What follows belongs to an exercise in optimizing a design on an open flow for small area and a short achievable clock period; a production flow would make more cautious choices. The RTL was checked by simulation tests, not by an equivalence proof against the original design. No driver is modelled on the clock port, so clocking that relies on it looks cheaper here than on a real chip. Power figures rest on the tool's default switching activity, not on a simulated workload.

`config.mk`:
```
export PLATFORM = sky130hd
export DESIGN_NAME = fir_filter
export DESIGN_NICKNAME = fir_filter
export VERILOG_FILES = /design/flow/design.v
export SDC_FILE = /design/flow/constraint.sdc
export NUM_CORES = 4
export LEC_CHECK = 0
export CAP_MARGIN = 20
export CORE_MARGIN = 2
export CORE_UTILIZATION = 50
export CTS_BUF_LIST = sky130_fd_sc_hd__clkbuf_16
export CTS_CLUSTER_DIAMETER = 100
export CTS_CLUSTER_SIZE = 30
export SETUP_SLACK_MARGIN = 3.85
export SLEW_MARGIN = 20
```
`constraint.sdc`:
```
create_clock -name core_clock -period 6.0 [get_ports {clk}]
set_input_delay 1.2000 -clock core_clock [delete_from_list [all_inputs] [get_ports {clk}]]
set_output_delay 1.2000 -clock core_clock [all_outputs]
set_load 0.01 [all_outputs]
```
`design.v`:
```
module fir_filter (
   input  logic               clk,
   input  logic               rst,
   input  logic signed [15:0] inp,
   output logic signed [39:0] outp
);
   localparam logic [23:0] G_RESET = 24'hFF8000;    
   localparam logic [23:0] G_CONST = 24'hEF0001;
   logic signed [15:0] line [15];
   logic        [23:0] ysum;        
   logic        [16:0] dsum;        
   logic signed [16:0] d;
   logic        [23:0] gs, gc;
   logic        [23:0] ys, yc;
   logic signed [23:0] y;
   logic               ysg;     
   logic               ysg2;    
   logic        [23:0] c23;     
   logic        [3:0]  cnt;     
   logic               v12;     
   logic        [23:0] xo, do16, nlo, gk;
   logic        [23:0] gs1, gc1, gs2, gc2, gs3, gc3;
   logic        [23:0] ys1, yc1, ys2, yc2, ys3, yc3;
   always_comb begin
      xo   = {8'd0, ~inp[15], inp[14:0]};                      
      do16 = {3'd0, ~d[16], d[15:0], 4'd0};                    
      nlo  = {8'd0, line[14][15], ~line[14][14:0]};           
      gk   = G_CONST;
      gs1 = gs ^ gc ^ do16;
      gc1 = ((gs & gc) | (gs & do16) | (gc & do16)) << 1;
      gs2 = gs1 ^ gc1 ^ nlo;
      gc2 = (((gs1 & gc1) | (gs1 & nlo) | (gc1 & nlo)) << 1) | (gk & 24'd1);
      gs3 = gs2 ^ gc2 ^ (xo | (gk & ~24'd1)) ;
      gc3 = ((gs2 & gc2) | (gs2 & (xo | (gk & ~24'd1))) | (gc2 & (xo | (gk & ~24'd1)))) << 1;
      ys1 = ys ^ yc ^ gs;
      yc1 = ((ys & yc) | (ys & gs) | (yc & gs)) << 1;
      ys2 = ys1 ^ yc1 ^ gc;
      yc2 = ((ys1 & yc1) | (ys1 & gc) | (yc1 & gc)) << 1;
      ys3 = ys2 ^ yc2 ^ xo;
      yc3 = ((ys2 & yc2) | (ys2 & xo) | (yc2 & xo)) << 1;
   end
   always_ff @(posedge clk) begin
      line[0] <= inp;
      for (int k = 1; k < 13; k++) line[k] <= line[k-1];
      if (rst) begin
         line[13] <= 16'sd0;
         line[14] <= 16'sd0;
         d        <= 17'sd0;
         gs       <= G_RESET;
         gc       <= 24'd0;
         ys       <= 24'd0;
         yc       <= 24'd0;
         y        <= 24'sd0;
         ysg      <= 1'b0;
         ysg2     <= 1'b0;
         cnt      <= 4'd0;
         v12      <= 1'b0;
      end else begin
         line[13] <= v12 ? line[12] : 16'sd0;
         line[14] <= line[13];
         d        <= dsum;
         gs       <= gs3;
         gc       <= gc3;
         ys       <= ys3;
         yc       <= yc3;
         y        <= ysum;
         ysg      <= ys[23] ^ yc[23] ^ c23[23];
         ysg2     <= ys[23] ^ yc[23] ^ (ys[22:0] > ~yc[22:0]);    
         if (cnt != 4'd15) cnt <= cnt + 4'd1;
         v12      <= (cnt >= 4'd12);
      end
   end
   add_pp #(.W(24)) u_ysum (.a(ys), .b(yc), .ci(1'b0), .s(ysum));
   add_pp #(.W(17)) u_dsum (.a({line[14][15], line[14]}), .b(~{line[13][15], line[13]}), .ci(1'b1), .s(dsum));
   assign c23  = {1'b0, ys[22:0]} + {1'b0, yc[22:0]};
   assign outp = {{6{ysg2}}, {5{ysg}}, {6{y[23]}}, y[22:0]};
endmodule
module add_pp #(
   parameter int W = 24
) (
   input  logic [W-1:0] a,
   input  logic [W-1:0] b,
   input  logic         ci,
   output logic [W-1:0] s
);
   localparam int L = (W > 16) ? 5 : (W > 8) ? 4 : (W > 4) ? 3 : 2;    
   logic [W-1:0] p, g;
   logic [W-1:0] gp [L+1];
   logic [W-1:0] pp [L+1];
   always_comb begin
      p = a ^ b;
      g = a & b;
      gp[0] = g;
      pp[0] = p;
      gp[0][0] = g[0] | (p[0] & ci);
      for (int l = 0; l < L; l++) begin
         gp[l+1] = gp[l];
         pp[l+1] = pp[l];
         for (int i = 0; i < W; i++) begin
            if (((i >> l) & 1) == 1) begin
               gp[l+1][i] = gp[l][i] | (pp[l][i] & gp[l][((i >> l) << l) - 1]);
               pp[l+1][i] = pp[l][i] & pp[l][((i >> l) << l) - 1];
            end
         end
      end
      s[0] = p[0] ^ ci;
      for (int i = 1; i < W; i++) s[i] = p[i] ^ gp[L][i-1];
   end
endmodule
```
`flow/run.sh`:
```
#!/bin/bash
# The standard layout with four changes:
#  - the netlist from the standard synthesis gets an inverter-removal pass
#    (flow/polarity.py) and has the full adders on carry-propagate paths split
#    into faster gates (flow/faconv.py), and its two carry-propagate adders
#    rebuilt as parallel-prefix adders (flow/cparebuild.py), and the last
#    level of its carry-save adders split into faster gates (flow/loopfa.py)
#    before floorplanning; registers and
#    ports are untouched, and the result is kept only if Yosys proves it
#    equivalent to the standard netlist
#  - the ports get plain buffers (buf_2) instead of delay cells
#  - timing repair may resize cells across footprints
#  - the clock tree loses its root buffer (flow/cts_flatten.tcl): the clock
#    port drives the middle-level clock buffers directly
set -e
R=orfs/results/sky130hd/fir_filter/base
VARS=(MATCH_CELL_FOOTPRINT=0 "BUFFER_PORTS_ARGS=-buffer_cell sky130_fd_sc_hd__buf_2")
bash standard.sh "${VARS[@]}" synth > synth.log 2>&1
cp $R/1_2_yosys.v before.v
python3 flow/polarity.py before.v pol.v 20000 > polarity.log 2>&1
python3 flow/faconv.py pol.v fa.v >> polarity.log 2>&1
python3 flow/cparebuild.py fa.v cpa.v >> polarity.log 2>&1
python3 flow/loopfa.py cpa.v after.v >> polarity.log 2>&1
# internal nets of the two netlists must not pair by name: the pass flips some
sed -E 's/\b(_[0-9]{4}_)/\1g/g; s/\b(_pol[0-9]{4}_)/\1g/g; s/\\(dsum|ysum|c23)\[/\\\1g[/g' after.v > after_renamed.v
sed "s#LIBFILE#$FLOW_HOME/platforms/sky130hd/lib/sky130_fd_sc_hd__tt_025C_1v80.lib#" flow/eq.ys > eq.ys
YOSYS=$(command -v yosys || echo /OpenROAD-flow-scripts/tools/install/yosys/bin/yosys)
if "$YOSYS" -q -l eq.log eq.ys > eq_stdout.log 2>&1; then
  echo "equivalence proven, using the pass" >> polarity.log
  cp after.v $R/1_2_yosys.v
  rm -f $R/1_synth.odb $R/1_synth.sdc
else
  echo "equivalence NOT proven, keeping the standard netlist" >> polarity.log
fi
bash standard.sh "${VARS[@]}" cts > cts.log 2>&1
ODB=$R/4_cts.odb openroad -no_init -exit flow/cts_flatten.tcl > cts_flatten.log 2>&1
bash standard.sh "${VARS[@]}" finish > standard.log 2>&1
```
`flow/cparebuild.py`:
```
#!/usr/bin/env python3
"""Rebuild the two carry-propagate adders of fir_filter as Sklansky adders.

The output register y takes ys + yc and the register d takes
line[14] - line[13] (17 bits, sign-extended), both cleared by rst.  The
registers ysg, ysg2 (copies of y[23]) get the same sum bit as y[23].  Synthesis
maps these adders with slow complex gates; this pass removes the logic cone
between those registers (cells used only by the cone) and puts in its place a
parallel-prefix adder built from xor2 / and2 / a21o cells, followed by the
reset gate.  Registers, ports and all other logic are untouched; the result is
checked for equivalence by the flow before it is used.

usage: cparebuild.py IN.v OUT.v
"""
import re
import sys
from collections import defaultdict
sys.path.insert(0, __import__('os').path.dirname(__file__))
from polarity import parse, P, OUTPINS

src, dst = sys.argv[1], sys.argv[2]
head, decls, cells = parse(open(src).read())

driver = {}
loads = defaultdict(list)
for ci, c in enumerate(cells):
    for p, n in c['pins']:
        n = n.strip()
        if p in OUTPINS:
            driver[n] = ci
        else:
            loads[n].append(ci)

flop = {}   # (name, index) -> cell index
for ci, c in enumerate(cells):
    if c['type'].startswith(P + 'dfxtp'):
        m = re.match(r'\\(\w+)((?:\[\d+\])*)\$', c['name'].strip())
        if m:
            idx = tuple(int(x) for x in re.findall(r'\d+', m.group(2)))
            flop[(m.group(1),) + idx] = ci


def fpin(key, pin):
    return dict((p, n.strip()) for p, n in cells[flop[key]]['pins'])[pin]


new_cells = []
new_wires = []
cnt = [0]


def gate(typ, ins, outpin):
    n = '_cpa%04d_' % cnt[0]
    new_wires.append(n)
    new_cells.append({'type': P + typ, 'name': '_cpag%04d_' % cnt[0],
                      'pins': ins + [(outpin, n)]})
    cnt[0] += 1
    return n


def adder2(a, b, binv, ci):
    W = len(a)
    p, g = [], []
    for i in range(W):
        if b[i] is None:
            p.append(a[i]); g.append(None)
        elif binv:
            p.append(gate('xnor2_1', [('A', a[i]), ('B', b[i])], 'Y'))
            g.append(gate('nor2b_1', [('A', b[i]), ('B_N', a[i])], 'Y'))
        else:
            p.append(gate('xor2_1', [('A', a[i]), ('B', b[i])], 'X'))
            g.append(gate('and2_1', [('A', a[i]), ('B', b[i])], 'X'))
    G, Pp = list(g), list(p)
    if ci:
        if b[0] is None:
            raise SystemExit('carry-in with constant b0 not handled')
        G[0] = gate('nand2b_1', [('A_N', a[0]), ('B', b[0])], 'Y') if binv else \
            gate('or2_1', [('A', a[0]), ('B', b[0])], 'X')
    L = 0
    while (1 << L) < W:
        L += 1
    # which (level, bit) propagate terms are needed: P[l][j] for low blocks is
    # never needed (only G of the low block); P of the high block is needed
    for l in range(L):
        NG, NP = list(G), list(Pp)
        for i in range(W):
            if (i >> l) & 1:
                j = ((i >> l) << l) - 1
                gh, ph, glo = G[i], Pp[i], G[j]
                if glo is None:
                    NG[i] = gh
                elif gh is None:
                    NG[i] = gate('and2_1', [('A', ph), ('B', glo)], 'X')
                else:
                    NG[i] = gate('a21o_1', [('A1', ph), ('A2', glo), ('B1', gh)], 'X')
                # group propagate needed only if bit i merges again later as a
                # high block, i.e. some higher level l2 has bit l2 of i set
                if any((i >> l2) & 1 for l2 in range(l + 1, L)):
                    NP[i] = gate('and2_1', [('A', ph), ('B', Pp[j])], 'X')
                else:
                    NP[i] = None
        G, Pp = NG, NP
    sums = []
    for i in range(W):
        if i == 0:
            sums.append(gate('inv_1', [('A', p[0])], 'Y') if ci else p[0])
        elif G[i - 1] is None:
            sums.append(p[i])
        else:
            sums.append(gate('xor2_1', [('A', p[i]), ('B', G[i - 1])], 'X'))
    return sums


rst = 'rst'
targets = []
# y = ys + yc
ya = [fpin(('ys', i), 'Q') for i in range(24)]
yb = [fpin(('yc', i), 'Q') if ('yc', i) in flop else None for i in range(24)]
yd = [fpin(('y', i), 'D') for i in range(24)]
# d = line[14] - line[13], 17 bits
da = [fpin(('line', 14, min(i, 15)), 'Q') for i in range(17)]
db = [fpin(('line', 13, min(i, 15)), 'Q') for i in range(17)]
dd = [fpin(('d', i), 'D') for i in range(17)]
# ysg, ysg2, ... if the design has them, are more copies of y[23]
sg = [fpin(k, 'D') for k in sorted(flop) if len(k) == 1 and k[0].startswith('ysg')]

# cone between the target D nets and the source Q nets / ports
stop = set(ya) | set(x for x in yb if x) | set(da) | set(db) | {rst}
cone = set()
stack = [driver[n] for n in yd + dd + sg]
while stack:
    ci = stack.pop()
    if ci in cone or cells[ci]['type'].startswith(P + 'dfxtp'):
        continue
    cone.add(ci)
    for p, n in cells[ci]['pins']:
        n = n.strip()
        if p not in OUTPINS and n not in stop and n in driver:
            stack.append(driver[n])
# keep cone cells that also feed logic outside the cone
targets_d = set(yd + dd + sg)
changed = True
while changed:
    changed = False
    for ci in list(cone):
        for p, n in cells[ci]['pins']:
            n = n.strip()
            if p in OUTPINS:
                if any(l not in cone for l in loads[n]) and n not in targets_d:
                    cone.discard(ci)
                    changed = True
                    break
sys.stderr.write('cparebuild: removing %d cells\n' % len(cone))

ysum = adder2(ya, yb, False, 0)
dsum = adder2(da, db, True, 1)
# reset gates drive the original D nets
for s, dn in list(zip(ysum, yd)) + list(zip(dsum, dd)) + [(ysum[23], n) for n in sg]:
    new_cells.append({'type': P + 'nor2b_1', 'name': '_cpag%04d_' % cnt[0],
                      'pins': [('A', rst), ('B_N', s), ('Y', dn)]})
    cnt[0] += 1

out = [c for ci, c in enumerate(cells) if ci not in cone] + new_cells
sys.stderr.write('cparebuild: adding %d cells\n' % len(new_cells))
lines = [head.rstrip('\n')] + [d for d in decls if d.strip()] + ['  wire %s;' % w for w in new_wires]
for c in out:
    lines.append('  %s %s (' % (c['type'], c['name']))
    lines.append(',\n'.join('    .%s(%s)' % (p, n + ' ' if n.startswith('\\') else n) for p, n in c['pins']))
    lines.append('  );')
lines.append('endmodule')
open(dst, 'w').write('\n'.join(lines) + '\n')
```
`flow/cts_flatten.tcl`:
```
# Drop the root level of the clock tree: the clock port drives the (two)
# middle-level clock buffers directly, and they drive the leaf buffers. Every
# register still gets the clock through two buffers of the same kind.
read_db $::env(ODB)
set block [ord::get_db_block]
set root [$block findInst clkbuf_0_clk]
if {$root eq "NULL" || $root eq ""} { puts "no root clock buffer"; exit 0 }
set clknet [[$root findITerm A] getNet]
set rootnet [[$root findITerm X] getNet]
set mids {}
foreach it [$rootnet getITerms] {
  set inst [$it getInst]
  if {[$inst getName] eq [$root getName]} continue
  lappend mids $it
}
if {[llength $mids] > 4} { puts "cts_flatten: root drives [llength $mids] cells, left as is"; exit 0 }
foreach it $mids {
  $it disconnect
  $it connect $clknet
}
odb::dbInst_destroy $root
odb::dbNet_destroy $rootnet
puts "cts_flatten: clock port now drives [llength $mids] clock buffers directly"
write_db $::env(ODB)
```
`flow/eq.ys`:
```
# Equivalence of the netlist before and after flow/polarity.py, registers paired by name.
read_liberty -ignore_miss_func -overwrite -setattr liberty_cell LIBFILE
read_verilog before.v
rename fir_filter gold
read_verilog after_renamed.v
rename fir_filter gate
hierarchy -check
flatten
opt_clean
equiv_make gold gate eq
hierarchy -top eq
equiv_simple -seq 1
equiv_induct
equiv_status -assert
```
`flow/faconv.py`:
```
#!/usr/bin/env python3
"""Split the full adders of carry-propagate adders into discrete gates.

A full adder with two inputs straight from flip-flops or ports and the third
from logic (a carry) sits on the carry path of a
carry-propagate adder.  The sky130 full-adder cell is slow from that input,
so each such cell becomes ha(a, b) -> (p, g), sum = xor2(p, c) and
carry = a21o(p, c, g), which compute the same two outputs.

usage: faconv.py IN.v OUT.v
"""
import sys
sys.path.insert(0, __import__('os').path.dirname(__file__))
from polarity import parse, P, OUTPINS

src, dst = sys.argv[1], sys.argv[2]
head, decls, cells = parse(open(src).read())
driver = {}
for ci, c in enumerate(cells):
    for p, n in c['pins']:
        if p in OUTPINS:
            driver[n.strip()] = ci


def base_type(n):
    seen = 0
    while n in driver and cells[driver[n]]['type'] == P + 'inv_1' and seen < 10:
        n = dict(cells[driver[n]]['pins'])['A'].strip()
        seen += 1
    if n not in driver:
        return 'port'
    return cells[driver[n]]['type'][len(P):]


out = []
new_wires = []
k = 0
for c in cells:
    if c['type'].startswith(P + 'fa_'):
        pins = dict((p, n.strip()) for p, n in c['pins'])
        kinds = [base_type(pins[x]) for x in ('A', 'B', 'CIN')]
        seq = [t.startswith('dfxtp') or t == 'port' for t in kinds]
        if sum(seq) == 2:
            ci = [x for x, s in zip(('A', 'B', 'CIN'), seq) if not s][0]
            ab = [pins[x] for x, s in zip(('A', 'B', 'CIN'), seq) if s]
            cn = pins[ci]
            pn, gn = '_fap%03d_' % k, '_fag%03d_' % k
            new_wires += [pn, gn]
            nm = c['name'].strip()
            out.append({'type': P + 'ha_1', 'name': '%s_h' % nm.lstrip('\\'),
                        'pins': [('A', ab[0]), ('B', ab[1]), ('COUT', gn), ('SUM', pn)]})
            if 'SUM' in pins:
                out.append({'type': P + 'xor2_1', 'name': '%s_s' % nm.lstrip('\\'),
                            'pins': [('A', pn), ('B', cn), ('X', pins['SUM'])]})
            if 'COUT' in pins:
                out.append({'type': P + 'a21o_1', 'name': '%s_c' % nm.lstrip('\\'),
                            'pins': [('A1', pn), ('A2', cn), ('B1', gn), ('X', pins['COUT'])]})
            k += 1
            continue
    out.append(c)
sys.stderr.write('faconv: %d full adders split\n' % k)
lines = [head.rstrip('\n')] + [d for d in decls if d.strip()] + ['  wire %s;' % w for w in new_wires]
for c in out:
    lines.append('  %s %s (' % (c['type'], c['name']))
    lines.append(',\n'.join('    .%s(%s)' % (p, n + ' ' if n.startswith('\\') else n) for p, n in c['pins']))
    lines.append('  );')
lines.append('endmodule')
open(dst, 'w').write('\n'.join(lines) + '\n')
```
`flow/loopfa.py`:
```
#!/usr/bin/env python3
"""Speed up the last level of the carry-save adders.

A full adder whose input comes from the sum output of another full adder, and
whose own sum output does not feed a full adder, is the last level of a
carry-save adder tree.  Its slow path runs from that late input to the sum.
Each such cell becomes sum = xor2(xor2(a, b), late) and carry = maj3(a, b,
late), which compute the same two outputs with the late input one xor2 away
from the sum.

usage: loopfa.py IN.v OUT.v
"""
import sys
from collections import defaultdict
sys.path.insert(0, __import__('os').path.dirname(__file__))
from polarity import parse, P, OUTPINS

src, dst = sys.argv[1], sys.argv[2]
head, decls, cells = parse(open(src).read())
driver = {}
loads = defaultdict(list)
for ci, c in enumerate(cells):
    for p, n in c['pins']:
        n = n.strip()
        if p in OUTPINS:
            driver[n] = (ci, p)
        else:
            loads[n].append(ci)


def src_of(n):
    """cell and pin behind a net, looking through inverters"""
    seen = 0
    while n in driver and cells[driver[n][0]]['type'] == P + 'inv_1' and seen < 10:
        n = dict((p, x.strip()) for p, x in cells[driver[n][0]]['pins'])['A']
        seen += 1
    return driver.get(n)


def is_fa(ci):
    return cells[ci]['type'].startswith(P + 'fa_')


def feeds_fa(n):
    todo, seen = [n], set()
    while todo:
        m = todo.pop()
        if m in seen:
            continue
        seen.add(m)
        for l in loads[m]:
            if is_fa(l):
                return True
            if cells[l]['type'] == P + 'inv_1':
                todo.append(dict((p, x.strip()) for p, x in cells[l]['pins'])['Y'])
    return False


out, new_wires, k = [], [], 0
for ci, c in enumerate(cells):
    if is_fa(ci):
        pins = dict((p, n.strip()) for p, n in c['pins'])
        late = [x for x in ('A', 'B', 'CIN')
                if (lambda d: d is not None and is_fa(d[0]) and d[1] == 'SUM')(src_of(pins[x]))]
        if late and 'SUM' in pins and not feeds_fa(pins['SUM']):
            lp = late[0]
            a, b = [pins[x] for x in ('A', 'B', 'CIN') if x != lp]
            t = '_lfa%03d_' % k
            new_wires.append(t)
            nm = c['name'].strip().lstrip('\\')
            out.append({'type': P + 'xor2_1', 'name': nm + '_t', 'pins': [('A', a), ('B', b), ('X', t)]})
            out.append({'type': P + 'xor2_1', 'name': nm + '_s', 'pins': [('A', t), ('B', pins[lp]), ('X', pins['SUM'])]})
            if 'COUT' in pins:
                out.append({'type': P + 'maj3_1', 'name': nm + '_c',
                            'pins': [('A', a), ('B', b), ('C', pins[lp]), ('X', pins['COUT'])]})
            k += 1
            continue
    out.append(c)
sys.stderr.write('loopfa: %d full adders split\n' % k)
lines = [head.rstrip('\n')] + [d for d in decls if d.strip()] + ['  wire %s;' % w for w in new_wires]
for c in out:
    lines.append('  %s %s (' % (c['type'], c['name']))
    lines.append(',\n'.join('    .%s(%s)' % (p, n + ' ' if n.startswith('\\') else n) for p, n in c['pins']))
    lines.append('  );')
lines.append('endmodule')
open(dst, 'w').write('\n'.join(lines) + '\n')
```
`flow/polarity.py`:
```
#!/usr/bin/env python3
"""Inverter removal for a flat sky130hd gate netlist written by Yosys.

Full adders are self-dual: fa(~a, ~b, ~c) = (~sum, ~cout).  Synthesis leaves
many inverters between full adders (and between flip-flops and full adders)
because it chose the adders' polarity locally.  This pass chooses, for every
full adder, whether it computes the true or the complemented signals, so as to
need as few inverters as possible.  Two-input AND-of-literal gates (nor2,
nor2b, and2) are re-typed to take whichever polarity of an input is at hand.
Every other cell input, every flip-flop and every port keeps its exact logic
value, so the netlist stays equivalent to the input, register for register.

usage: polarity.py IN.v OUT.v
"""
import re
import sys
from collections import defaultdict

P = 'sky130_fd_sc_hd__'
OUTPINS = {'X', 'Y', 'Q', 'SUM', 'COUT', 'HI', 'LO'}
AREA = {'inv_1': 3.7536, 'nor2_1': 3.7536, 'nor2b_1': 6.256, 'and2_1': 6.256}


def parse(text):
    m = re.search(r'^module .*?;\n', text, re.M | re.S)
    head_end = m.end()
    body = text[head_end:]
    decl_lines = []
    cells = []
    pos = 0
    inst_re = re.compile(r'\s*(\S+)\s+(\S+|\\\S+ )\s*\((.*?)\);\n', re.S)
    lines = body.split('\n')
    # declarations: lines starting with input/output/wire; instances after
    i = 0
    while i < len(lines) and re.match(r'\s*(input|output|wire|inout)\b', lines[i]) or (i < len(lines) and lines[i].strip() == ''):
        decl_lines.append(lines[i])
        i += 1
    rest = '\n'.join(lines[i:])
    endm = rest.rindex('endmodule')
    inst_text = rest[:endm]
    for m in re.finditer(r'(\S+)\s+(\\\S+ |\S+)\s*\((.*?)\);', inst_text, re.S):
        typ, name, conns = m.group(1), m.group(2), m.group(3)
        pins = []
        for pm in re.finditer(r'\.(\w+)\(((?:\\\S+ |[^()])*)\)', conns):
            pins.append((pm.group(1), pm.group(2).strip()))
        cells.append({'type': typ, 'name': name, 'pins': pins})
    leftover = re.sub(r'(\S+)\s+(\\\S+ |\S+)\s*\((.*?)\);', '', inst_text, flags=re.S).strip()
    if leftover:
        raise SystemExit('unparsed netlist text: ' + leftover[:200])
    return text[:head_end], decl_lines, cells


def key(net):
    return net.strip()


def main():
    src, dst = sys.argv[1], sys.argv[2]
    text = open(src).read()
    head, decls, cells = parse(text)

    driver = {}
    loads = defaultdict(list)
    for ci, c in enumerate(cells):
        for p, n in c['pins']:
            if p in OUTPINS:
                driver[key(n)] = (ci, p)
            else:
                loads[key(n)].append((ci, p))

    def is_inv(ci):
        return cells[ci]['type'] == P + 'inv_1'

    def pin(ci, name):
        for p, n in cells[ci]['pins']:
            if p == name:
                return key(n)
        return None

    # base signal and inversion of every net
    base = {}

    def resolve(n):
        if n in base:
            return base[n]
        d = driver.get(n)
        if d is not None and is_inv(d[0]):
            b, v = resolve(pin(d[0], 'A'))
            base[n] = (b, v ^ 1)
        else:
            base[n] = (n, 0)
        return base[n]

    fas = [ci for ci, c in enumerate(cells) if c['type'].startswith(P + 'fa_')]
    fa_index = {ci: k for k, ci in enumerate(fas)}
    andlits = {P + 'nor2_1': {'A': 1, 'B': 1}, P + 'nor2b_1': {'A': 1, 'B_N': 0},
               P + 'and2_1': {'A': 0, 'B': 0}}

    # every non-inverter load pin: (cell, pin, base signal, needed inversion)
    uses = []
    for ci, c in enumerate(cells):
        if is_inv(ci):
            continue
        for p, n in c['pins']:
            if p in OUTPINS:
                continue
            k = key(n)
            if k in ('', "1'b0", "1'b1") or k.startswith("1'"):
                uses.append((ci, p, None, 0))
                continue
            b, v = resolve(k)
            if c['type'] in andlits:
                # literal polarity inside the AND: needed value = signal ^ (pin is inverting)
                v = v ^ andlits[c['type']][p]
            uses.append((ci, p, b, v))
    # output ports read nets directly: inverters that drive ports must stay
    port_nets = set()
    for dl in decls:
        m = re.match(r'\s*output\s+(\[(\d+):(\d+)\]\s+)?(\S+);', dl)
        if m:
            if m.group(1):
                for i in range(int(m.group(3)), int(m.group(2)) + 1):
                    port_nets.add('%s[%d]' % (m.group(4), i))
            else:
                port_nets.add(m.group(4))
    for pn in port_nets:
        if pn in driver:
            b, v = resolve(pn)
            uses.append((None, pn, b, v))

    flip = [0] * len(fas)

    def phys(b):
        d = driver.get(b)
        if d is not None and d[0] in fa_index:
            return flip[fa_index[d[0]]]
        return 0

    def cost():
        need = set()
        area = 0.0
        groups = defaultdict(list)
        for ci, p, b, v in uses:
            if b is None:
                continue
            if ci is not None and ci in fa_index:
                v ^= flip[fa_index[ci]]
            if ci is not None and cells[ci]['type'] in andlits:
                groups[ci].append((p, b, v))
                continue
            if v != phys(b):
                need.add(b)
        for ci, lits in groups.items():
            # choose per literal the polarity at hand; count the cell area
            npos = 0
            for p, b, v in lits:
                # literal wants value sig^v ... v is the required inversion of
                # the base signal inside the AND; 1 means the AND uses ~base
                have = phys(b)
                # if the physical net is the complement of base, the literal
                # ~base is available uninverted
                lit_neg = v ^ have  # 1: gate pin must invert its input
                npos += (lit_neg == 0)
            area += {0: AREA['nor2_1'], 1: AREA['nor2b_1'], 2: AREA['and2_1']}[npos]
        return len(need) * AREA['inv_1'] + area

    import random
    rng = random.Random(1)
    start = cost()

    def greedy():
        best = cost()
        improved = True
        while improved:
            improved = False
            for k in range(len(fas)):
                flip[k] ^= 1
                c = cost()
                if c < best - 1e-9:
                    best = c
                    improved = True
                else:
                    flip[k] ^= 1
        return best

    best = greedy()
    best_flip = list(flip)
    # annealing from the greedy result
    cur = best
    T = 4.0
    for it in range(int(sys.argv[3]) if len(sys.argv) > 3 else 20000):
        k = rng.randrange(len(fas))
        flip[k] ^= 1
        c = cost()
        if c <= cur or rng.random() < pow(2.718, (cur - c) / T):
            cur = c
            if c < best - 1e-9:
                best = c
                best_flip = list(flip)
        else:
            flip[k] ^= 1
        T = max(0.05, T * 0.9997)
    flip[:] = best_flip
    best = greedy()
    sys.stderr.write('polarity: cost %.1f -> %.1f um2 (%d of %d full adders flipped)\n'
                     % (start, best, sum(flip), len(fas)))

    # rebuild the netlist
    inv_net = {}
    new_wires = []
    new_cells = []

    def inverted(b):
        if b not in inv_net:
            n = '_pol%04d_' % len(inv_net)
            inv_net[b] = n
            new_wires.append(n)
            new_cells.append({'type': P + 'inv_1', 'name': '_polinv%04d_' % (len(inv_net) - 1),
                              'pins': [('A', b), ('Y', n)]})
        return inv_net[b]

    def netfor(b, v):
        return b if v == phys(b) else inverted(b)

    use_of = {}
    for ci, p, b, v in uses:
        use_of[(ci, p)] = (b, v)
    out_cells = []
    keep_inv = set()
    # inverters driving output ports directly are kept only if still needed
    for ci, c in enumerate(cells):
        if is_inv(ci):
            continue
        nc = {'type': c['type'], 'name': c['name'], 'pins': []}
        if c['type'] in andlits:
            lits = []
            for p, n in c['pins']:
                if p in OUTPINS:
                    continue
                b, v = use_of[(ci, p)]
                lits.append((b, v))
            outnet = [n for p, n in c['pins'] if p in OUTPINS][0]
            pos = []
            neg = []
            for b, v in lits:
                if b is None:
                    raise SystemExit('constant on AND gate')
                if v ^ phys(b):
                    neg.append(b)
                else:
                    pos.append(b)
            if len(pos) == 0:
                nc['type'] = P + 'nor2_1'
                nc['pins'] = [('A', neg[0]), ('B', neg[1]), ('Y', outnet)]
            elif len(pos) == 1:
                nc['type'] = P + 'nor2b_1'
                nc['pins'] = [('A', neg[0]), ('B_N', pos[0]), ('Y', outnet)]
            else:
                nc['type'] = P + 'and2_1'
                nc['pins'] = [('A', pos[0]), ('B', pos[1]), ('X', outnet)]
            out_cells.append(nc)
            continue
        for p, n in c['pins']:
            if p in OUTPINS or (ci, p) not in use_of or use_of[(ci, p)][0] is None:
                nc['pins'].append((p, n))
                continue
            b, v = use_of[(ci, p)]
            if ci in fa_index:
                v ^= flip[fa_index[ci]]
            nc['pins'].append((p, netfor(b, v)))
        out_cells.append(nc)
    # output ports: drive each port net with the right polarity
    for pn in sorted(port_nets):
        d = driver.get(pn)
        if d is None:
            continue
        if is_inv(d[0]):
            b, v = base[pn]
            src_net = netfor(b, v ^ 1)
            # port net must carry base^v: invert a net carrying base^(v^1)
            out_cells.append({'type': P + 'inv_1', 'name': cells[d[0]]['name'],
                              'pins': [('A', src_net), ('Y', pn)]})
        else:
            b, v = base[pn]
            if v != 0 or phys(b) != 0:
                raise SystemExit('port %s driven by a flipped cell' % pn)
    out_cells += new_cells

    lines = [head.rstrip('\n')]
    lines += [d for d in decls if d.strip()]
    for w in new_wires:
        lines.append('  wire %s;' % w)
    for c in out_cells:
        lines.append('  %s %s (' % (c['type'], c['name']))
        lines.append(',\n'.join('    .%s(%s)' % (p, n + ' ' if n.startswith('\\') else n) for p, n in c['pins']))
        lines.append('  );')
    lines.append('endmodule')
    open(dst, 'w').write('\n'.join(lines) + '\n')
    n_inv_before = sum(1 for c in cells if c['type'] == P + 'inv_1')
    n_inv_after = sum(1 for c in out_cells if c['type'] == P + 'inv_1')
    sys.stderr.write('polarity: inverters %d -> %d\n' % (n_inv_before, n_inv_after))


if __name__ == '__main__':
    main()
```
`standard.sh`:
```
#!/bin/bash
# synth_recipe.tcl (not shown) runs the flow's synth.tcl, then flattens the netlist and writes it again
# the make line also repeats each setting of config.mk as NAME=value (left out here)
make -C /OpenROAD-flow-scripts/flow DESIGN_CONFIG=/design/flow/config.mk WORK_HOME=/design/flow/orfs CLKGATE_MAP_FILE= SYNTH_SCRIPT=/design/flow/synth_recipe.tcl "${@:-finish}"
```
==> notes.md, run 1 <==
status finished clean; CP Capture Type output port; worst-path cell chain buf_2; Starting DRT DRC Count ~210; CTS tree yes; WP buf/inv 1; post-synthesis instance area between 10000 and 15000 um^2; Syn. warnings 8; initial core utilization 0.508; worst hold-check path type flip-flop to flip-flop; Leak 6.84 nW; final total power approximately 7.4 mW; die area between 20000 and 30000 um^2; endpoints failing hold 0; syn_nets roughly 1200; synthesis-to-finish area growth 8.25%; CP max FO 5; CP max stage delay about 0.37 ns; root buffer cell clkbuf_16; ANT cells 0; Via density around 4.5; vias in the first global route between 6000 and 7000; Rel. slew slack 0.652; Residual DRC 0; PwrDens 502 nW/um^2; Setup Crit Path Kind flip-flop to output port; peak supply drop 0.252 mV; core area ~27000 um^2; setup TNS 0 ns; Req. time, crit path roughly 4.8 ns; CTS clk-pin slew, worst paths around 0.11 ns; layout cells sized above 1 0.0962; DR WL/cell 13.1 um; syn avg cell area between 10 and 15 um^2; post-route ant nets 0; clk buf depth 3; max_cap viols 0; hold buffers post-CTS 0; worst hold margin approximately 0.32 ns; Die X 169 um; Worst-Margin Slew approximately 0.52 ns; fin crit share 0.348; Post-Route Skew about 0.026 ns; Inst Count DP 1453; pre-CTS setup slack about 3 ns; Crit-path slowest cell dfxtp_2; initial antenna violation count 0; CP startpoint kind flip-flop; placer congestion estimate around 0.74; insertion delay to the later sink of the worst-skew pair 0.39 ns; NumNets Final 1250; drt first pass iters 4; Port-buffer cells 57; die height 169 um; achievable frequency between 0.4 and 0.5 GHz; Pins Over Slew Limit 0; DP Wirelength roughly 14000 um; GRT Residual Overflow 0; Num Clock Sinks 382; H-tree depth 1; final wirelength about 19000 um; reg2reg start ys[2]; Worst Setup SP ysg; Top delay family on crit path flip-flops; Period minus WS final between 2 and 2.5 ns; routed vias between 6000 and 7000; Final setup violation count 0; Syn Inst Count around 1100; io pins 58; largest net degree at the start of global routing 85; Rows 60; RSZ-0062 raised after global routing true; worst hold start line[10][4]; CTS Buf Count 16; Final Non-Filler Cells 1474; Global Route Usage Sum 0.142; final worst slack 3.91 ns; first-pass GRT wire length between 30000 and 40000 um; crit path DAT 0.89 ns
==> layout by cell type (no fill, tap or decap), types with 6 or more instances in the layout <==
cell / count
ha_1: 33
buf_6: 6
and2_1: 80
a21o_1: 74
buf_2: 50
fa_1: 68
xnor2_1: 23
nor2_1: 14
maj3_1: 36
dfxtp_2: 15
clkbuf_16: 15
xor2_1: 130
nor2b_1: 150
inv_1: 33
dfxtp_1: 366
nand2b_1: 8
==> where the power goes <==
part	internal (mW)	switching, mW
Sequential	2.96	0.295
Combinational	1.65	1.30
Clock	0.508	0.723
Total	5.12	2.32
==> layer usage <==
| layer | wire length, um | global-route usage |
|---|---|---|
| met3 | 354 | 0.0166 |
| met4 | 507 | 0.0405 |
| met1 | 9700 | 0.200 |
| met2 | 8700 | 0.234 |
| met5 | 0 | 0 |
==> per-stage QoR <==
step	utilization	area, um^2
after global placement	0.528	14200
after global routing	0.550	14800
after floorplan	-	13700
after detailed placement	0.528	14200
after CTS	0.548	14800
final	0.550	14800
==> cell type report <==
class                      instances  area, um^2
clock inverter                     4        55.1
timing repair buffer              61         369
inverter                          32         120
clock buffer                      15         375
multi-input combinational        639        5800
sequential                       382        7670
tap                              341         427
fill                            2248       12100
==> repair_timing <==
action	4_1_cts	5_1_grt
pin swaps	1	3
buffers inserted	2	0
gates resized for setup	20	23
setup endpoints to repair	145	104
==> final timing paths <==
path                               endpoint  cells past startpoint  slack, ns
worst min-delay path            line[11][4]                      0       0.32
worst max-delay path               outp[31]                      1       3.91
worst min register to register  line[11][4]                      0       0.32
worst max register to register         ysg2                      8       3.93
==> sequential cells by signal (all words and copies together) (netlist names) <==
register	flops
line	240
gs	24
y	24
ys	24
gc	23
yc	23
d	17
cnt	4
v12	1
ysg	1
ysg2	1
==> run 2: changes to the inputs <==
--- a/config.mk
+++ b/config.mk
@@ -7,7 +7,7 @@
 export LEC_CHECK = 0
 export CAP_MARGIN = 20
 export CORE_MARGIN = 2
-export CORE_UTILIZATION = 50
+export CORE_UTILIZATION = 55
 export CTS_BUF_LIST = sky130_fd_sc_hd__clkbuf_16
 export CTS_CLUSTER_DIAMETER = 100
 export CTS_CLUSTER_SIZE = 30
==> run 2 against run 1 <==
  * Still clean on timing, DRC and antenna
  * Final area about the same
  * Final cell count fell by 1.2%
  * Fmax up 0.51%
  * Critical path depth did not move
  * Hold slack got worse by 0.00099 ns
  * Combinational power about the same
  * Critical path type unchanged
  * Critical endpoint is now outp[39]
  * Highest routed layer unchanged
==> notes.md, run 2 <==
status finished clean; H-tree depth 1 (unchanged); Pins Over Slew Limit 0 (unchanged); fin crit share 0.346 (-0.00177); DP Wirelength 13500 um (-1.2%); Hold EP line[9][5]; crit path DAT 0.88 ns (about the same); reg2reg start ys[2]; Req. time, crit path 4.80 ns (about the same); Largest register FFs 240 (unchanged); register-to-register setup slack 3.94 ns (about the same); CP max stage delay 0.37 ns (about the same); CTS clk-pin slew, worst paths 0.12 ns (about the same); final worst slack 3.92 ns (+0.0106 ns); setup TNS 0 ns (unchanged); Residual DRC 0 (unchanged); achievable frequency 0.481 GHz (+0.51%); Starting DRT DRC Count 183 (-12%); Crit-path slowest cell dfxtp_2; DR WL/cell 12.9 um (-1.1%); io pins 58 (unchanged); Period minus WS final 2.08 ns (-0.0106 ns); syn_nets 1207 (unchanged); layout cells sized above 1 0.0901 (-0.00610); largest net degree at the start of global routing 102 (+20%); syn avg cell area 12.6 um^2 (unchanged); Rel. slew slack 0.696 (+0.0440); drt first pass iters 4 (unchanged); root buffer cell clkbuf_16; Setup Crit Path Kind flip-flop to output port; PwrDens 504 nW/um^2 (+0.54%); ANT cells 0 (unchanged); Via density 4.57 (+1.2%); peak supply drop 0.333 mV (+32%); Num Clock Sinks 382 (unchanged); post-synthesis instance area 13700 um^2 (unchanged); die height 162 um (-4.5%); die area 26200 um^2 (-8.9%); RSZ-0062 raised after global routing false; Die X 162 um (-4.5%); CTS tree yes; commonest non-fill, non-tap cell in the layout dfxtp_1; endpoints failing hold 0 (unchanged); Port-buffer cells 57 (unchanged); first-pass GRT wire length 32100 um (-2.9%); placer congestion estimate 0.751 (+1.0%); Worst-Margin Slew 0.456 ns (-0.0660 ns); final wirelength 18800 um (-2.3%); worst hold start line[8][5]; RR Endpoint ysg; WP buf/inv 1 (unchanged); Worst Hold Depth 0 (unchanged); Syn Inst Count 1088 (unchanged); R2R cell count 8 (unchanged); CP startpoint kind flip-flop; initial antenna violation count 0 (unchanged); NumNets Final 1250 (unchanged); most flop-heavy register line; synthesis-to-finish area growth 8.17% (about the same); commonest non-fill, non-tap cells in the layout dfxtp_1, nor2b_1, xor2_1, and2_1, a21o_1; Syn. warnings 8 (unchanged); post-route ant nets 0 (unchanged); core area 24400 um^2 (-9.5%); pre-CTS setup slack 3.04 ns (+0.0661 ns); Leak 6.85 nW (+0.11%); CP max FO 6 (+1); Post-Route Skew 0.0221 ns (-0.00345 ns); Global Route Usage Sum 0.151 (+0.00871); clk buf depth 3 (unchanged); CP Capture Type output port; worst hold-check path type flip-flop to flip-flop; routed vias 6656 (unchanged); initial core utilization 0.561 (+0.0533); Top delay family on crit path flip-flops; max_cap viols 0 (unchanged); vias in the first global route 6613 (-3.1%); Rows 57 (-5.0%); CTS Buf Count 16 (unchanged); worst-path cell chain buf_2; insertion delay to the later sink of the worst-skew pair 0.38 ns (about the same); GRT Residual Overflow 0 (unchanged); Final setup violation count 0 (unchanged)
-- run 2: cell count changes in the layout (fill, tap and decap cells not counted), sizes merged --
cell | previous run | this run
inv | 33 | 32
clkinv | 2 | 0
bufinv | 1 | 2
buf | 60 | 61
-- run 2: how the worst max path moves through the flow --
| stage | start | endpoint | slack, ns | cells past startpoint |
|---|---|---|---|---|
| after floorplan | rst | line[14][10] | 3.94 | 5 |
| after global placement | rst | gs[15] | 3.05 | 3 |
| after detailed placement | rst | d[9] | 3.04 | 3 |
| after CTS | ysg2 | outp[39] | 3.75 | 1 |
| after global routing | line[14][3] | d[11] | 3.86 | 7 |
| final | ysg2 | outp[39] | 3.92 | 1 |
-- run 2: layout make-up --
cell class	instances	area, um^2
Fill cell	2032	9580
Sequential cell	382	7660
Multi-Input combinational cell	639	5790
Tap cell	324	405
Clock buffer	16	400
Timing Repair Buffer	61	365
Inverter	32	120
Clock inverter	2	60.1
-- run 2: through the flow --
stage	instance area, um^2	total power [mW]	cells	util	hold slack, ns
after detailed placement	14200	6.25	1436	0.582	0.312
after global routing	14800	8.12	1456	0.607	0.329
after floorplan	13700	5.72	1088	-	0.310
after global placement	14200	6.20	1436	0.582	0.310
final	14800	7.47	1456	0.607	0.319
after CTS	14800	7.63	1455	0.605	0.312
-- run 2: timing repair --
action                                  in CTS  in global routing
gates resized for setup                     19                 16
pin swaps                                    1                  3
hold buffers                                 0                  0
endpoints found under the setup margin     151                110
buffers inserted                             0                  2
-- run 2: where the power goes --
part | internal, mW | switching, mW | total (mW)
clock network | 0.571 | 0.708 | 1.28
registers | 2.96 | 0.293 | 3.25
logic | 1.64 | 1.29 | 2.94
total | 5.17 | 2.29 | 7.47
-- run 2: metal layers --
layer | global-route usage | routed length [um] | vias up
li1 | - | - | 3455
met3 | 0.0202 | 390 | 18
met2 | 0.249 | 8460 | 51
met5 | 0 | 0 | -
met4 | 0.0298 | 328 | 0
met1 | 0.216 | 9630 | 3132

[port drivers added, routing unchanged]
In the flow no input, the clock included, has a driving cell. The finished layouts below were timed again as built, in two steps. Step 1 (the two cells are an assumption about what drives the block):
set clk [get_ports {clk}]
set_driving_cell -lib_cell sky130_fd_sc_hd__clkbuf_16 $clk
set_driving_cell -lib_cell sky130_fd_sc_hd__buf_2 [delete_from_list [all_inputs] $clk]
Step 2 times the ports against the registers' clock, not the clock port: input delays grow and output delays shrink by t, the midpoint of the rising clock arrivals with the driver on. a / b / c = no drivers / after step 1 / after step 2; a / b = the first two.
run	shift t [ns]	setup WS [ns]	clock arrival spread, ns	slew at the worst register clock pin (ns)
run 1	0.444	3.912 / 3.850 / 3.549	0.028 / 0.028	0.11 / 0.11
run 2	0.428	3.923 / 3.865 / 3.680	0.024 / 0.024	0.12 / 0.12
After both steps every run listed still meets setup and hold. For run 1, which loses most, drivers alone change the setup slack by -0.062 ns; drivers and shift together by -0.363 ns.
